Background: an optimization exercise with open tools, aiming at small area. Do not read the settings as production practice.
RTL that was checked went through simulation tests only; none was proved equivalent to the original.
Function not checked in runs 1 and 2: the RTL went through the layout flow alone.
No activity file was given, so power comes from the tool's default toggle rates.

==> flow/design.v <==
package mem_bus_pkg;
    localparam int WORD_BYTES = 2;
    localparam int WORDS      = 128;
endpackage
module data_mem_responder #(
    parameter int ADDR_W      = 8,
    parameter int DATA_W      = 16,
    parameter int WAIT_STATES = 1
) (
    input  logic              clk,
    input  logic              rst_n,
    input  logic              mem_req,
    input  logic              mem_we,
    input  logic [ADDR_W-1:0] mem_addr,
    input  logic [DATA_W-1:0] mem_in,
    output logic [DATA_W-1:0] mem_out,
    output logic              mem_ready,
    input  logic              ld_clear,
    input  logic              ld_valid,
    input  logic [7:0]        ld_byte,
    output logic              ld_ready
);
    localparam int WADDR_W = ADDR_W - 1;
    localparam int WORDS   = 2**WADDR_W;
    localparam int HW      = DATA_W / 2;
    logic                rdw_q, wrw_q, rsp_q;
    logic                idle;
    logic [WADDR_W-1:0]  addr_q;
    logic [ADDR_W-1:0]   ld_ptr_q;
    logic [DATA_W-1:0]   mem_out_q;
    logic                bus_wr, ld_wr;
    logic [1:0]          wr_be;
    logic [WADDR_W-1:0]  wr_addr;
    logic [DATA_W-1:0]   wr_data;
    logic [WORDS-1:0][DATA_W-1:0] mem_q;
    logic [7:0]                   wr_lo_n;
    logic [1:0][15:0]             wr_hi_n;
    logic [WORDS-1:0][1:0]        wr_en;
    logic [WORDS-1:0]             rd_sel_n;
    logic [DATA_W-1:0][WORDS-1:0] rd_bits;
    logic [DATA_W-1:0]            rd_word;
    assign idle     = ~(rdw_q | wrw_q | rsp_q);
    assign ld_ready = idle & ~mem_req & ~ld_clear;
    assign bus_wr  = idle & mem_req & mem_we;
    assign ld_wr   = ld_ready & ld_valid;
    assign wr_be   = {bus_wr | (ld_wr & ld_ptr_q[0]), bus_wr | (ld_wr & ~ld_ptr_q[0])};
    assign wr_addr = mem_req ? mem_addr[ADDR_W-1:1] : ld_ptr_q[ADDR_W-1:1];
    assign wr_data = mem_req ? mem_in : {2{ld_byte}};
    always_ff @(posedge clk or negedge rst_n) begin
        if (!rst_n) begin
            rdw_q <= 1'b0;
            wrw_q <= 1'b0;
            rsp_q <= 1'b0;
        end else begin
            rdw_q <= idle & mem_req & ~mem_we;
            wrw_q <= bus_wr;
            rsp_q <= rdw_q | wrw_q;
        end
    end
    always_ff @(posedge clk or negedge rst_n) begin
        if (!rst_n) begin
            ld_ptr_q <= '0;
        end else if (ld_clear) begin
            ld_ptr_q <= '0;
        end else if (ld_wr) begin
            ld_ptr_q <= ld_ptr_q + 1'b1;
        end
    end
    always_ff @(posedge clk) begin
        if (idle) addr_q <= mem_addr[ADDR_W-1:1];
    end
    dmr_dec3n    u_wlo  (.a(wr_addr[2:0]), .y_n(wr_lo_n));
    dmr_dec4en_n u_whi0 (.a(wr_addr[6:3]), .en(wr_be[0]), .y_n(wr_hi_n[0]));
    dmr_dec4en_n u_whi1 (.a(wr_addr[6:3]), .en(wr_be[1]), .y_n(wr_hi_n[1]));
    for (genvar w = 0; w < WORDS; w++) begin : g_word
        for (genvar l = 0; l < 2; l++) begin : g_lane
            dmr_nor2 u_we (.a(wr_lo_n[w % 8]), .b(wr_hi_n[l][w / 8]), .y(wr_en[w][l]));
        end
    end
    for (genvar w = 0; w < WORDS; w++) begin : g_mem
        always_ff @(posedge clk) begin
            if (wr_en[w][0]) mem_q[w][HW-1:0]      <= wr_data[HW-1:0];
            if (wr_en[w][1]) mem_q[w][DATA_W-1:HW] <= wr_data[DATA_W-1:HW];
        end
    end
    mem_word_ram #(.AW(WADDR_W)) u_rdec (.rd_addr(addr_q), .rd_sel_n(rd_sel_n));
    for (genvar b = 0; b < DATA_W; b++) begin : g_rbit
        for (genvar w = 0; w < WORDS; w++) begin : g_w
            assign rd_bits[b][w] = mem_q[w][b];
        end
        dmr_rd_bit u_rd (.d(rd_bits[b]), .sel_n(rd_sel_n), .y(rd_word[b]));
    end
    always_ff @(posedge clk or negedge rst_n) begin
        if (!rst_n) begin
            mem_out_q <= '0;
        end else if (rdw_q) begin
            mem_out_q <= rd_word;
        end
    end
    assign mem_out   = mem_out_q;
    assign mem_ready = rsp_q;
endmodule
module mem_word_ram #(
    parameter int AW = 7
) (
    input  logic [AW-1:0]    rd_addr,
    output logic [2**AW-1:0] rd_sel_n
);
    logic [7:0]  lo;
    logic [15:0] hi;
    dmr_dec3 u_lo (.a(rd_addr[2:0]), .y(lo));
    dmr_dec4 u_hi (.a(rd_addr[6:3]), .y(hi));
    for (genvar w = 0; w < 2**AW; w++) begin : g_sel
        dmr_nand2 u_s (.a(lo[w % 8]), .b(hi[w / 8]), .y(rd_sel_n[w]));
    end
endmodule
module dmr_dec3 (
    input  logic [2:0] a,
    output logic [7:0] y
);
    always_comb for (int i = 0; i < 8; i++) y[i] = (a == 3'(i));
endmodule
module dmr_dec4 (
    input  logic [3:0]  a,
    output logic [15:0] y
);
    always_comb for (int i = 0; i < 16; i++) y[i] = (a == 4'(i));
endmodule
module dmr_dec3n (
    input  logic [2:0] a,
    output logic [7:0] y_n
);
    always_comb for (int i = 0; i < 8; i++) y_n[i] = ~(a == 3'(i));
endmodule
module dmr_dec4en_n (
    input  logic [3:0]  a,
    input  logic        en,
    output logic [15:0] y_n
);
    always_comb for (int i = 0; i < 16; i++) y_n[i] = ~(en & (a == 4'(i)));
endmodule
module dmr_rd_bit (
    input  logic [127:0] d,
    input  logic [127:0] sel_n,
    output logic         y
);
    logic [63:0] l1;
    logic [15:0] l2;
    logic [7:0]  l3;
    logic [1:0]  l4;
    for (genvar i = 0; i < 64; i++) begin : g_l1
        dmr_o22ai u (.a1(d[2*i]), .a2(sel_n[2*i]), .b1(d[2*i+1]), .b2(sel_n[2*i+1]), .y(l1[i]));
    end
    for (genvar i = 0; i < 16; i++) begin : g_l2
        dmr_or4 u (.a(l1[4*i +: 4]), .y(l2[i]));
    end
    for (genvar i = 0; i < 8; i++) begin : g_l3
        dmr_nor2 u (.a(l2[2*i]), .b(l2[2*i+1]), .y(l3[i]));
    end
    for (genvar i = 0; i < 2; i++) begin : g_l4
        dmr_nand4 u (.a(l3[4*i +: 4]), .y(l4[i]));
    end
    dmr_nor2 u_l5 (.a(l4[0]), .b(l4[1]), .y(y));
endmodule
module dmr_o22ai (
    input  logic a1, a2, b1, b2,
    output logic y
);
    assign y = ~((a1 | a2) & (b1 | b2));
endmodule
module dmr_or4 (
    input  logic [3:0] a,
    output logic       y
);
    assign y = |a;
endmodule
module dmr_nand4 (
    input  logic [3:0] a,
    output logic       y
);
    assign y = ~&a;
endmodule
module dmr_nand2 (
    input  logic a, b,
    output logic y
);
    assign y = ~(a & b);
endmodule
module dmr_nor2 (
    input  logic a, b,
    output logic y
);
    assign y = ~(a | b);
endmodule
==> flow/run.sh <==
#!/bin/bash
# synth_recipe.tcl (not shown) runs the flow's synth.tcl, then flattens the netlist and writes it again
# the make line also repeats each setting of config.mk as NAME=value (left out here)
make -C /OpenROAD-flow-scripts/flow DESIGN_CONFIG=/design/flow/config.mk WORK_HOME=/design/flow/orfs CLKGATE_MAP_FILE= SYNTH_SCRIPT=/design/flow/synth_recipe.tcl finish
==> flow/config.mk <==
export PLATFORM = sky130hd
export DESIGN_NAME = data_mem_responder
export DESIGN_NICKNAME = data_mem_responder
export VERILOG_FILES = /design/flow/design.v
export SDC_FILE = /design/flow/constraint.sdc
export NUM_CORES = 4
export LEC_CHECK = 0
export ABC_CLOCK_PERIOD_IN_PS = 100000
export CAP_MARGIN = 20
export CORE_MARGIN = 2
export CORE_UTILIZATION = 60
export CTS_BUF_LIST = sky130_fd_sc_hd__clkbuf_8
export CTS_CLUSTER_DIAMETER = 60
export CTS_CLUSTER_SIZE = 20
export GPL_TIMING_DRIVEN = 0
export SLEW_MARGIN = 20
export SYNTH_HIERARCHICAL = 1
==> flow/constraint.sdc <==
create_clock -name core_clock -period 4.0 [get_ports {clk}]
set_input_delay 0.8000 -clock core_clock [delete_from_list [all_inputs] [get_ports {clk}]]
set_output_delay 0.8000 -clock core_clock [all_outputs]
set_load 0.01 [all_outputs]
==> summary.txt, run 1 <==
Synthesis
  – Mapped Area: 74300 um^2
  – Cells after synthesis: 4123
  – Syn nets: 4162
  – Syn_area_per_cell: 18.0 um^2
  – #FFs+latches synth: 2082
  – Netlist cell types: 42
  – YS warnings: 11
  – Sequential share of the synthesized area: 84.0%

Pwr
  – Net Sw Frac: 22.8%
  – P_sw: 8.77 mW
  – PwrDens: 469 nW/um^2
  – Gate power share: 6.7%
  – Tot Pwr: 38.4 mW
  – Seq pwr share: 63.3%
  – IR drop worst, VDD: 364 uV
  – Int Pwr: 29.7 mW
  – Clock share of power: 30.0%
  – Leakage: 26.2 nW

CTS
  – H-tree levels: 4
  – CTS Buf Count: 141
  – CTS Root Cell: clkbuf_8
  – Clock transition at path regs: 110 ps
  – Clock Sinks: 2082
  – CTS tree: built
  – Clock Tree Buf Depth: 3
  – Worst-Skew Late Latency: 920 ps

Critical path
  – CP Capture Type: register
  – WP data required: 4550 ps
  – CP Launch Type: input pin
  – Crit Path Class: input pin to register
  – Arrival time worst endpoint: 4690 ps
  – Crit path max fanout: 10

Detailed routing
  – Final wirelength: 205000 um
  – Via density: 6.89
  – Starting DRT DRC Count: 5910
  – DRC violations left: 0
  – Antenna Violating Nets Remaining: 0
  – Via Count: 42.4k
  – Drt pass-1 iters: 6
  – Wire per inst: 33.4 um

STA
  – RSZ-0062 raised after global routing: true
  – Worst Clk Skew: 28.6 ps
  – Hold_ws: 288 ps
  – Slew Limit Fails: 0
  – Fmax: 242 MHz
  – Final hold viol count: 0
  – Setup violators final: 93
  – Slew Limit Headroom: 21.2%
  – Final worst path period share: 103%
  – Crit path time final: 4140 ps
  – Final WS setup: -136 ps
  – Setup TNS: -4120 ps
  – Worst Tran Pin Value: 1180 ps

Floorplan
  – Die height: 356 um
  – FP Rows: 129
  – Initial Util: 60.3%
  – Boundary Pins: 56
  – Die Span X: 356 um
  – Core Region: 123000 um^2
  – Die area: 127000 um^2

Global routing
  – Initial antenna violation count: 6
  – Remaining global-route overflow: 0
  – Largest net degree at the start of global routing: 63
  – Number of global-route vias before repair: 40.2k
  – First-pass GRT wire length: 287000 um
  – Total track usage: 32.4%

Placed design
  – Placed insts: 5883
  – GP Congestion: 0.854
  – Detail Placement HPWL: 134000 um
  – Placed inst area: 78300 um^2
  – Pre-CTS setup slack: -1500 ps
  – Buffers on Ports: 54

Run status
  – Layout check faults: negative setup slack
  – Status: failed layout checks

Flow run
  – Max-cap violations: 0

Layout
  – Final instance area: 81900 um^2
  – Layout cells sized above 1: 11.5%
  – Core Util, Final: 66.4%
  – Final cell count without fillers: 6143
  – Area Growth Syn to Fin: 10.3%
  – NumNets Final: 4436

Worst hold path
  – Hold WC Path Type: input pin to asynchronous set/reset pin
==> power by group through the flow <==
stage                     Sequential (mW)  Combinational (mW)  Clock (mW)
final                                24.3                2.58        11.5
after detailed placement             24.8                2.48           0
after floorplan                      24.9               0.875           0
after global routing                 24.3                2.64        12.4
after global placement               25.0                2.23           0
after CTS                            24.3                2.50        11.7
==> worst max-delay path, stage by stage <==
cell and delay [ps]:
clkdlybuf4s50_1 520, clkbuf_1 430, clkbuf_1 520, nand2_1 90
o21ai_1 370, and3_1 650, nand3_1 500, nor2_1 790
==> cell families (layout without fill, tap and decap cells) <==
kind of cell             Yosys count  after routing  share of synthesized area [%]
buffers and inverters             16            395                          0.131
other                              0              4                              0
adder cells (fa/ha/maj)            1              1                         0.0168
multiplexers                      24             24                          0.360
AND/OR/NAND/NOR                  962            962                           6.80
AO/OA/AOI/OAI                   1038           1038                           8.72
flip-flops                      2082           2082                           84.0
==> Yosys cell counts, drive strengths merged <==
cell / n / area [um^2]
inv: 3 / 11.3
or4: 259 / 1950
or3b: 3 / 26.3
nor3: 4 / 20.0
dfrtp: 27 / 676
nand2: 188 / 706
nor3b: 6 / 55.1
and3: 3 / 20.0
nand4bb: 1 / 11.3
ha: 1 / 12.5
nor4b: 4 / 95.1
nand3b: 4 / 30.0
and4bb: 6 / 75.1
clkbuf: 7 / 26.3
nor2b: 1 / 6.26
o31ai: 2 / 15.0
or2: 1 / 6.26
nand4b: 1 / 8.76
mux2i: 2 / 20.0
nor2: 404 / 1520
o21ai: 5 / 25.0
mux2: 22 / 248
nand4: 33 / 206
nor4: 1 / 12.5
and4: 1 / 8.76
or3: 5 / 31.3
and4b: 4 / 40.0
buf: 6 / 60.1
a21oi: 7 / 35.0
o22ai: 1024 / 6410
and2b: 4 / 35.0
and3b: 7 / 65.1
nand2b: 11 / 68.8
nand3: 10 / 50.1
edfxtp: 2055 / 61700
or4b: 1 / 13.8
==> path summary, 6_finish.rpt <==
kind / slack, ps / end / cells after the start / from
max: -140 / mem_q[2012] / 8 / mem_req
min reg2reg: 500 / ld_ptr_q[7] / 1 / ld_ptr_q[7]
min: 290 / mem_out_q[10] / 2 / rst_n
min in group core_clock: 440 / rdw_q / 2 / mem_we
max in group asynchronous: 3270 / ld_ptr_q[2] / 3 / rst_n
max reg2reg: -50 / mem_out_q[8] / 8 / addr_q[0]
==> Yosys stat by module, one instance, submodules excluded, excerpt <==
module              copies in the design  cells inside  flops+latches
dmr_dec3                               1             8              0
dmr_nor2                             400             1              0
data_mem_responder                     1          2201           2082
dmr_nand2                            128             1              0
dmr_or4                              256             1              0
dmr_dec4en_n                           2            23              0
dmr_o22ai                           1024             1              0
dmr_nand4                             32             1              0
dmr_dec4                               1            20              0
dmr_dec3n                              1             8              0
==> flip-flops by register name, summed over array words and instances, names as in the netlist <==
register   cells
rsp_q          1
ld_ptr_q       8
addr_q         7
mem_out_q     16
wrw_q          1
rdw_q          1
mem_q       2048
==> final cells by class <==
| class | count | area (um^2) |
|---|---|---|
| Sequential cell | 2082 | 62400 |
| Clock buffer | 153 | 2110 |
| Fill cell | 8495 | 41400 |
| Buffer | 13 | 86.3 |
| Inverter | 3 | 11.3 |
| Timing Repair Buffer | 131 | 1850 |
| Antenna cell | 4 | 10.0 |
| Multi-Input combinational cell | 2025 | 12400 |
| Tap cell | 1637 | 2050 |
| Clock inverter | 95 | 996 |
==> cell usage in the layout (no fill, tap or decap), types with 5 or more instances in the layout <==
| cell type | synthesis | layout |
|---|---|---|
| a21oi_1 | 7 | 7 |
| and4bb_1 | 5 | 5 |
| buf_12 | 0 | 19 |
| buf_16 | 0 | 20 |
| buf_4 | 0 | 21 |
| buf_6 | 5 | 11 |
| buf_8 | 0 | 10 |
| bufinv_16 | 0 | 16 |
| clkbuf_1 | 7 | 7 |
| clkbuf_8 | 0 | 153 |
| clkdlybuf4s50_1 | 0 | 53 |
| clkinv_1 | 0 | 8 |
| clkinv_2 | 0 | 13 |
| clkinv_4 | 0 | 11 |
| clkinvlp_4 | 0 | 18 |
| dfrtp_1 | 27 | 27 |
| edfxtp_1 | 2055 | 2055 |
| inv_1 | 3 | 18 |
| inv_6 | 0 | 12 |
| mux2_2 | 22 | 22 |
| nand2_1 | 188 | 128 |
| nand2_2 | 0 | 30 |
| nand2_4 | 0 | 30 |
| nand2b_1 | 11 | 11 |
| nand3_1 | 10 | 9 |
| nand4_1 | 33 | 33 |
| nor2_1 | 404 | 305 |
| nor2_2 | 0 | 99 |
| o22ai_1 | 1024 | 1024 |
| or4_1 | 258 | 258 |
==> what timing repair did <==
action	in CTS	in global routing
buffers inserted	0	7
hold buffers	1	0
setup endpoints to repair	548	986
pin swaps	1	3
resized for setup	42	121
endpoints found under the hold margin	27	0
==> per-layer routing <==
metal | track usage [%] | part of all wire (%) | vias up | wire length (um)
met5 | 0 | 0.0063 | - | 13
met4 | 12.8 | 4.3 | 2 | 8880
met3 | 5.30 | 9.8 | 350 | 20100
met2 | 49.7 | 46 | 2259 | 95200
met1 | 47.3 | 39 | 21776 | 81100
li1 | - | - | 17967 | -
==> inputs of run 2 (changes only) <==
--- a/flow/config.mk
+++ b/flow/config.mk
@@ -14,3 +14,3 @@
 export CTS_CLUSTER_SIZE = 20
-export GPL_TIMING_DRIVEN = 0
+export GPL_TIMING_DRIVEN = 1
 export SLEW_MARGIN = 20
==> run 2 against run 1 <==
Net effect: now clean on timing, DRC and antenna; non-clock buffer count up 398; critical path depth down 4; die area unchanged; area after synthesis unchanged; register-to-register slack better by 320 ps; clock-buffer cell count up 4; clock skew up 8.6 ps; largest power group unchanged.
==> summary.txt, run 2 <==
Critical path
  – Crit Path Class: register to primary output (was input pin to register)
  – Reg2reg end: mem_out_q[12] (was mem_out_q[8])
  – CP Capture Type: primary output (was register)
  – CP Launch Type: register (was input pin)
  – WP data required: 3200 ps (was 4550 ps)
  – Arrival time worst endpoint: 2970 ps (was 4690 ps)
  – Reg2Reg Setup Slack: 270 ps (was -50 ps)
  – Crit path max fanout: 19 (was 10)
  – Worst R2R Start: addr_q[0] (unchanged)
  – Cell depth of the worst flop-to-flop path: 8 (unchanged)

STA
  – RSZ-0062 raised after global routing: false (was true)
  – Slew Limit Headroom: 30.7% (was 21.2%)
  – Worst Clk Skew: 37.2 ps (was 28.6 ps)
  – Setup TNS: 0 ps (was -4120 ps)
  – Final WS setup: 228 ps (was -136 ps)
  – Setup violators final: 0 (was 93)
  – Slew Limit Fails: 0 (unchanged)
  – Final hold viol count: 0 (unchanged)
  – Worst Tran Pin Value: 1040 ps (was 1180 ps)
  – Hold_ws: 290 ps (was 288 ps)
  – Final worst path period share: 94.3% (was 103%)
  – Crit path time final: 3770 ps (was 4140 ps)
  – Fmax: 265 MHz (was 242 MHz)

Detailed routing
  – Drt pass-1 iters: 6 (unchanged)
  – Antenna Violating Nets Remaining: 0 (unchanged)
  – Final wirelength: 200000 um (was 205000 um)
  – Wire per inst: 30.6 um (was 33.4 um)
  – DRC violations left: 0 (unchanged)
  – Starting DRT DRC Count: 5807 (was 5910)
  – Via density: 6.56 (was 6.89)
  – Via Count: 42.9k (was 42.4k)

Placed design
  – GP Congestion: 0.939 (was 0.854)
  – Placed inst area: 81000 um^2 (was 78300 um^2)
  – Detail Placement HPWL: 130000 um (was 134000 um)
  – Buffers on Ports: 54 (unchanged)
  – Pre-CTS setup slack: 40.5 ps (was -1500 ps)

Synthesis
  – List of most frequent post-synthesis cells: edfxtp_1 (2055), o22ai_1 (1024), nor2_1 (404) (unchanged)
  – Netlist cell types: 42 (unchanged)
  – Syn nets: 4162 (unchanged)
  – Synth top area cells: edfxtp_1 (83%), o22ai_1 (8.6%), or4_1 (2.6%) (unchanged)
  – Syn_area_per_cell: 18.0 um^2 (unchanged)
  – Count leader, synth: edfxtp_1 (unchanged)
  – Asr flop ratio synth: 1.30% (unchanged)
  – Yosys top cell by area: edfxtp_1 (unchanged)
  – Number of synthesized flops with an enable pin: 2055 (unchanged)
  – Cells after synthesis: 4123 (unchanged)
  – Sequential share of the synthesized area: 84.0% (unchanged)
  – Top cell type's share of synthesized area: 83.1% (unchanged)
  – YS warnings: 11 (unchanged)
  – Main synth FF type: edfxtp_1 (unchanged)
  – #FFs+latches synth: 2082 (unchanged)
  – Mapped Area: 74300 um^2 (unchanged)

CTS
  – Post-CTS Hold Fix Bufs: 0 (was 1)
  – CTS tree: built (unchanged)
  – Worst-Skew Late Latency: 890 ps (was 920 ps)
  – Postcts setup bufs: 0 (unchanged)
  – Clock Tree Buf Depth: 3 (unchanged)
  – CTS Buf Count: 145 (was 141)
  – Post-cts repair resize count: 1 (was 42)
  – Clock Sinks: 2082 (unchanged)
  – H-tree levels: 4 (unchanged)
  – CTS Root Cell: clkbuf_8 (unchanged)
  – Clock transition at path regs: 110 ps (about the same)

Flow run
  – Max-cap violations: 0 (unchanged)

Layout
  – Area taken by multi-input logic gates: 12000 um^2 (was 12400 um^2)
  – Final instance area: 84000 um^2 (was 81900 um^2)
  – Regs by FF count: mem_q: 2048 flops, mem_out_q: 16 flops, ld_ptr_q: 8 flops (unchanged)
  – Most flops, register: mem_q (unchanged)
  – NumNets Final: 4838 (was 4436)
  – Area Growth Syn to Fin: 13.0% (was 10.3%)
  – Most frequent cells in the layout: edfxtp_1 (2055), o22ai_1 (1024), buf_4 (459) (was edfxtp_1 (2055), o22ai_1 (1024), nor2_1 (305))
  – Max reg flops: 2048 (unchanged)
  – Most common cell after layout, fill and taps aside: edfxtp_1 (unchanged)
  – Total of fill cells in the finished design: 8325 (was 8495)
  – Layout cells sized above 1: 15.9% (was 11.5%)
  – Reg area: 62400 um^2 (unchanged)

Global routing
  – Number of global-route vias before repair: 41.3k (was 40.2k)
  – Total track usage: 31.6% (was 32.4%)
  – Remaining global-route overflow: 0 (unchanged)
  – First-pass GRT wire length: 283000 um (was 287000 um)
  – Largest net degree at the start of global routing: 129 (was 63)
  – Initial antenna violation count: 9 (was 6)

Worst hold path
  – Hold WC Path Type: input pin to asynchronous set/reset pin (unchanged)

Run status
  – Status: complete, no violations (was failed layout checks)

Floorplan
  – Core Region: 123000 um^2 (unchanged)
  – Boundary Pins: 56 (unchanged)
  – Initial Util: 60.3% (unchanged)
  – Die area: 127000 um^2 (unchanged)
  – Die Span X: 356 um (unchanged)
  – Die height: 356 um (unchanged)
  – FP Rows: 129 (unchanged)

Pwr
  – IR drop worst, VDD: 336 uV (was 364 uV)
  – PwrDens: 451 nW/um^2 (was 469 nW/um^2)
  – Leakage: 27.8 nW (was 26.2 nW)
-- run 2: changes by cell type in the layout (fill, tap and decap cells not counted), moves of 11 or more --
cell      change
nor2_2       -99
buf_4       +438
nand2_4      -14
buf_6        -11
nor2_1       +99
clkinv_1     +13
nand2_2      -30
buf_16       -20
nand2_1      +44
-- run 2: cells by family (layout without fill, tap and decap cells) --
logic type	after synthesis	after routing	share of synthesized area [%]
other	0	2	0
AO/OA/AOI/OAI	1038	1038	8.72
buffers and inverters	16	803	0.131
adder cells (fa/ha/maj)	1	1	0.0168
AND/OR/NAND/NOR	962	962	6.80
flip-flops	2082	2082	84.0
multiplexers	24	24	0.360
-- run 2: area by class of cell --
| cell class | instances | share of cell area (%) |
|---|---|---|
| clock inverters | 101 | 0.954 |
| clock buffers | 157 | 2.57 |
| multi-input cells | 2025 | 14.3 |
| well taps | 1637 | 2.44 |
| inverters | 3 | 0.0134 |
| flip-flops and latches | 2082 | 74.3 |
| repair buffers | 542 | 5.44 |
| diodes | 2 | 0.00596 |
-- run 2: report_power, final --
part	total [mW]	internal [mW]	switching, mW
logic	2.52	0.724	1.79
registers	24.4	24.2	0.150
clock network	11.0	4.31	6.71
-- run 2: metrics by stage --
step | utilization, % | std cells | power [mW]
after CTS | 68.1 | 6547 | 38.0
after global routing | 68.1 | 6548 | 38.9
after global placement | 65.7 | 6289 | 27.3
final | 68.1 | 6549 | 37.9
after detailed placement | 65.7 | 6289 | 27.3
after floorplan | - | 4123 | 25.8
-- run 2: worst max-delay path by stage --
stage               startpoint     endpoint  depth (start not counted)  slack, ps
global placement       mem_req  mem_q[1284]                          8         60
CTS                      rdw_q     ld_ready                          4        130
global route             rdw_q     ld_ready                          4        100
finish                   rdw_q     ld_ready                          4        230
floorplan              mem_req  mem_q[1001]                          4        540
detailed placement     mem_req  mem_q[1380]                          8         40
-- run 2: Yosys stat by module (local to each module, per instance), excerpt --
| module | times used | cells | area, um^2 | flops+latches |
|---|---|---|---|---|
| dmr_nand4 | 32 | 1 | 6.26 | 0 |
| dmr_dec3 | 1 | 8 | 65.1 | 0 |
| data_mem_responder | 1 | 2201 | 63100 | 2082 |
| dmr_dec4 | 1 | 20 | 277 | 0 |
| dmr_dec3n | 1 | 8 | 60.1 | 0 |
| dmr_dec4en_n | 2 | 23 | 123 | 0 |
| dmr_o22ai | 1024 | 1 | 6.26 | 0 |
| dmr_nor2 | 400 | 1 | 3.75 | 0 |
-- run 2: worst max-delay path: stages, from the launching register on --
cell	delay [ps]
dfrtp_1	360
buf_4	210
or3_1	580
nor3_2	310
clkdlybuf4s50_1	650
-- run 2: metal layers --
metal	up-vias	wire length [um]	track usage [%]	share of wire [%]
met3	312	19100	6.11	9.5
met2	2044	95700	50.3	48
li1	18771	-	-	-
met1	21802	78300	44.4	39
met5	-	61	0	0.030
met4	10	7020	10.9	3.5
==> inputs of run 3 (changes only) <==
--- a/flow/design.v
+++ b/flow/design.v
@@ -40,3 +40,3 @@
     logic [DATA_W-1:0][WORDS-1:0] rd_bits;
-    logic [DATA_W-1:0]            rd_word;
+    logic [DATA_W-1:0]            rd_word_n;
     assign idle     = ~(rdw_q | wrw_q | rsp_q);
@@ -90,3 +90,3 @@
         end
-        dmr_rd_bit u_rd (.d(rd_bits[b]), .sel_n(rd_sel_n), .y(rd_word[b]));
+        dmr_rd_bit u_rd (.d(rd_bits[b]), .sel_n(rd_sel_n), .y_n(rd_word_n[b]));
     end
@@ -96,3 +96,3 @@
         end else if (rdw_q) begin
-            mem_out_q <= rd_word;
+            mem_out_q <= ~rd_word_n;
         end
@@ -144,3 +144,3 @@
     input  logic [127:0] sel_n,
-    output logic         y
+    output logic         y_n
 );
@@ -148,4 +148,3 @@
     logic [15:0] l2;
-    logic [7:0]  l3;
-    logic [1:0]  l4;
+    logic [3:0]  l3;
     for (genvar i = 0; i < 64; i++) begin : g_l1
@@ -156,9 +155,6 @@
     end
-    for (genvar i = 0; i < 8; i++) begin : g_l3
-        dmr_nor2 u (.a(l2[2*i]), .b(l2[2*i+1]), .y(l3[i]));
+    for (genvar i = 0; i < 4; i++) begin : g_l3
+        dmr_or4 u (.a(l2[4*i +: 4]), .y(l3[i]));
     end
-    for (genvar i = 0; i < 2; i++) begin : g_l4
-        dmr_nand4 u (.a(l3[4*i +: 4]), .y(l4[i]));
-    end
-    dmr_nor2 u_l5 (.a(l4[0]), .b(l4[1]), .y(y));
+    dmr_or4 u_l4 (.a(l3), .y(y_n));
 endmodule
@@ -176,8 +172,2 @@
 endmodule
-module dmr_nand4 (
-    input  logic [3:0] a,
-    output logic       y
-);
-    assign y = ~&a;
-endmodule
 module dmr_nand2 (
--- a/flow/config.mk
+++ b/flow/config.mk
@@ -10,7 +10,3 @@
 export CORE_MARGIN = 2
-export CORE_UTILIZATION = 60
-export CTS_BUF_LIST = sky130_fd_sc_hd__clkbuf_8
-export CTS_CLUSTER_DIAMETER = 60
-export CTS_CLUSTER_SIZE = 20
-export GPL_TIMING_DRIVEN = 1
+export CORE_UTILIZATION = 40
 export SLEW_MARGIN = 20
==> run 3 against run 2 <==
Net effect: still clean on timing, DRC and antenna; fmax fell by 3.9%; global-route usage is 10 points lower; sequential share of layout area is 3.5 points lower; clock skew up 9.9 ps; combinational power decreased by 6%; largest cell class unchanged.
==> summary.txt, run 3 <==
Layout
  – Regs by FF count: mem_q: 2048 flops, mem_out_q: 16 flops, ld_ptr_q: 8 flops (unchanged)
  – Most frequent cells in the layout: edfxtp_1 (2055), o22ai_1 (1024), buf_4 (435) (was edfxtp_1 (2055), o22ai_1 (1024), buf_4 (459))
  – Core Util, Final: 47.7% (was 68.1%)
  – NumNets Final: 4787 (was 4838)
  – Area Growth Syn to Fin: 18.8% (was 13.0%)
  – Most flops, register: mem_q (unchanged)
  – Most common cell after layout, fill and taps aside: edfxtp_1 (unchanged)
  – Max reg flops: 2048 (unchanged)
  – Layout cells sized above 1: 15.9% (about the same)

STA
  – Final hold viol count: 0 (unchanged)
  – Setup TNS: 0 ps (unchanged)
  – Fmax: 255 MHz (was 265 MHz)
  – Worst Tran Pin Value: 1090 ps (was 1040 ps)
  – Crit path time final: 3920 ps (was 3770 ps)
  – RSZ-0062 raised after global routing: false (unchanged)
  – Slew Limit Headroom: 27.4% (was 30.7%)
  – Worst Clk Skew: 47.1 ps (was 37.2 ps)
  – Slew Limit Fails: 0 (unchanged)
  – Setup violators final: 0 (unchanged)
  – Final worst path period share: 98.1% (was 94.3%)

Detailed routing
  – Via density: 5.81 (was 6.56)
  – Drt pass-1 iters: 6 (unchanged)
  – Wire per inst: 27.6 um (was 30.6 um)
  – Final wirelength: 204000 um (was 200000 um)
  – Antenna Violating Nets Remaining: 0 (unchanged)
  – Via Count: 43.0k (was 42.9k)
  – DRC violations left: 0 (unchanged)
  – Starting DRT DRC Count: 5434 (was 5807)

CTS
  – Post-CTS Hold Fix Bufs: 0 (unchanged)
  – Clock transition at path regs: 60 ps (was 110 ps)
  – Clock Sinks: 2082 (unchanged)
  – Postcts setup bufs: 0 (unchanged)
  – CTS tree: built (unchanged)
  – Post-cts repair resize count: 0 (was 1)
  – Worst-Skew Late Latency: 820 ps (was 890 ps)
  – Clock Tree Buf Depth: 3 (unchanged)
  – CTS Buf Count: 199 (was 145)
  – H-tree levels: 4 (unchanged)
  – CTS Root Cell: clkbuf_16 (was clkbuf_8)

Synthesis
  – Yosys top cell by area: edfxtp_1 (unchanged)
  – Count leader, synth: edfxtp_1 (unchanged)
  – Mapped Area: 74200 um^2 (was 74300 um^2)
  – Cells after synthesis: 4035 (was 4123)
  – Sequential share of the synthesized area: 84.1% (was 84.0%)
  – Syn_area_per_cell: 18.4 um^2 (was 18.0 um^2)
  – Netlist cell types: 41 (was 42)
  – Synth top area cells: edfxtp_1 (83%), o22ai_1 (8.6%), or4_1 (3.4%) (was edfxtp_1 (83%), o22ai_1 (8.6%), or4_1 (2.6%))
  – Syn nets: 4074 (was 4162)
  – List of most frequent post-synthesis cells: edfxtp_1 (2055), o22ai_1 (1024), or4_1 (336) (was edfxtp_1 (2055), o22ai_1 (1024), nor2_1 (404))
  – Top cell type's share of synthesized area: 83.2% (was 83.1%)
  – Main synth FF type: edfxtp_1 (unchanged)
  – YS warnings: 11 (unchanged)
  – #FFs+latches synth: 2082 (unchanged)
  – Asr flop ratio synth: 1.30% (unchanged)
  – Number of synthesized flops with an enable pin: 2055 (unchanged)

Critical path
  – Reg2Reg Setup Slack: 80 ps (was 270 ps)
  – Cell depth of the worst flop-to-flop path: 9 (was 8)
  – WP data required: 4740 ps (was 3200 ps)
  – Slowest stage delay, CP: 750 ps (was 650 ps)
  – CP most frequent cell: or4_1
  – Critical path's slowest cell: or4_1 (was clkdlybuf4s50_1)
  – Crit Path Class: register to register (was register to primary output)
  – CP Launch Type: register (unchanged)
  – CP startpoint: addr_q[2] (was rdw_q)
  – Worst R2R Start: addr_q[2] (was addr_q[0])
  – Arrival time worst endpoint: 4660 ps (was 2970 ps)
  – Crit path max fanout: 16 (was 19)
  – CP Capture Type: register (was primary output)
  – Worst path cell trace: and3b_2, buf_4, nand2_1, buf_4, o22ai_1, or4_1, or4_1, or4_1, mux2i_1 (was buf_4, or3_1, nor3_2, clkdlybuf4s50_1)
  – Reg2reg end: mem_out_q[12] (unchanged)

Worst hold path
  – Hold WC Path Type: input pin to asynchronous set/reset pin (unchanged)

Floorplan
  – FP Rows: 158 (was 129)
  – Core Region: 185000 um^2 (was 123000 um^2)
  – Die height: 435 um (was 356 um)
  – Die area: 189000 um^2 (was 127000 um^2)
  – Initial Util: 40.1% (was 60.3%)
  – Boundary Pins: 56 (unchanged)
  – Die Span X: 435 um (was 356 um)

Global routing
  – Initial antenna violation count: 16 (was 9)
  – Total track usage: 21.5% (was 31.6%)
  – First-pass GRT wire length: 291000 um (was 283000 um)
  – Largest net degree at the start of global routing: 129 (unchanged)
  – Number of global-route vias before repair: 41.2k (was 41.3k)
  – Remaining global-route overflow: 0 (unchanged)

Pwr
  – IR drop worst, VDD: 389 uV (was 336 uV)
  – PwrDens: 510 nW/um^2 (was 451 nW/um^2)
  – Leakage: 29.5 nW (was 27.8 nW)

Flow run
  – Max-cap violations: 0 (unchanged)

Placed design
  – Detail Placement HPWL: 132000 um (was 130000 um)
  – Buffers on Ports: 54 (unchanged)
  – GP Congestion: 0.888 (was 0.939)

Run status
  – Status: complete, no violations (unchanged)
==> run 3: worst max-delay path by stage <==
stage	end	slack, ps	cells past startpoint
floorplan	mem_q[1000]	390	5
global placement	mem_q[772]	200	9
detailed placement	mem_out_q[15]	170	9
CTS	mem_out_q[12]	130	9
global route	mem_out_q[0]	40	8
finish	mem_out_q[12]	80	9
==> run 3: metrics by stage <==
step                hold WS, ps  instance area (um^2)  total power, mW  worst slack [ps]  cells
finish                     77.5                 88100             45.0              75.0   7399
global route               86.6                 88100             46.2              42.2   7391
CTS                        46.2                 88100             45.2               125   7391
detailed placement          555                 81900             27.3               166   7027
global placement            537                 81800             27.3               198   7026
floorplan                   504                 74200             25.7               391   4035
==> run 3: layout make-up <==
cell class	instances	area [um^2]
Fill cell	15343	96700
Sequential cell	2082	62400
Multi-Input combinational cell	1925	11800
Clock buffer	263	5340
Timing Repair Buffer	523	4480
Tap cell	2480	3100
Clock inverter	101	911
Inverter	17	63.8
Antenna cell	8	20.0
==> run 3: per-module statistics from Yosys, one instance, submodules excluded, a selection <==
module | cell area [um^2] | cells | times used
dmr_nor2 | 3.75 | 1 | 256
dmr_or4 | 7.51 | 1 | 336
dmr_nand2 | 3.75 | 1 | 128
dmr_dec3n | 60.1 | 8 | 1
dmr_dec3 | 65.1 | 8 | 1
dmr_dec4 | 277 | 20 | 1
dmr_dec4en_n | 123 | 23 | 2
data_mem_responder | 63200 | 2209 | 1
dmr_o22ai | 6.26 | 1 | 1024
==> run 3: power breakdown <==
| group | internal (mW) | switching, mW |
|---|---|---|
| sequential | 24.3 | 0.261 |
| clock | 10.2 | 7.92 |
| combinational | 0.676 | 1.68 |
==> run 3: cell families (layout without fill, tap and decap cells) <==
family          count (synthesis)  in the layout  share of synthesized area [%]
flops                        2082           2082                           84.1
xor+xnor                        5              5                         0.0590
compound gates               1031           1031                           8.68
other cells                     0              8                              0
mux                            23             23                          0.322
simple gates                  865            865                           6.63
fa+ha+maj                       1              1                         0.0169
buf+inv                        28            904                          0.197
==> run 3: critical path: cells and delay by family (launching register included) <==
| kind | cells | cell delay (ps) |
|---|---|---|
| DFF | 1 | 560 |
| muxes | 1 | 180 |
| buffers and inverters | 2 | 530 |
| AOI/OAI and AO/OA | 1 | 150 |
| and+or+nand+nor | 5 | 2400 |
==> run 3: per-layer routing <==
layer	part of all wire, %	track usage (%)	vias up
met1	40	29.4	21955
li1	-	-	18766
met3	8.3	3.96	346
met2	47	33.9	1908
met5	0.012	0	-
met4	4.2	8.83	4

==> separate check: timing with driven ports <==
The flow's constraints put no driver on any port. The routed layouts listed below were extracted and timed again, unchanged, in two steps. Step 1: set_driving_cell puts a clkbuf_16 on clk and a buf_2 on each other input, an assumption about the parent block. Step 2 moves the port delays by t, midway between the first and last clock arrival at a register: inputs arrive t later, outputs are due t later. That takes back most of the time a late clock gives input paths. Three values: ideal, step 1, step 2; two values: the first two.
run	shift t [ns]	slack for setup (ns)	hold slack, ns	worst setup path after step 2
run 1	0.990	-0.136 / -0.105 / -1.095	0.288 / 0.237 / 0.497	input to register
run 2	0.947	0.228 / 0.151 / -0.045	0.290 / 0.237 / 0.500	input to register
run 3	0.885	0.075 / 0.075 / 0.075	0.078 / 0.015 / 0.552	register to register
Met with ideal ports but missed after step 2: setup timing in run 2. The setup slack of run 1, which loses most, moves by +0.031 ns with the drivers and by -0.959 ns with both steps.
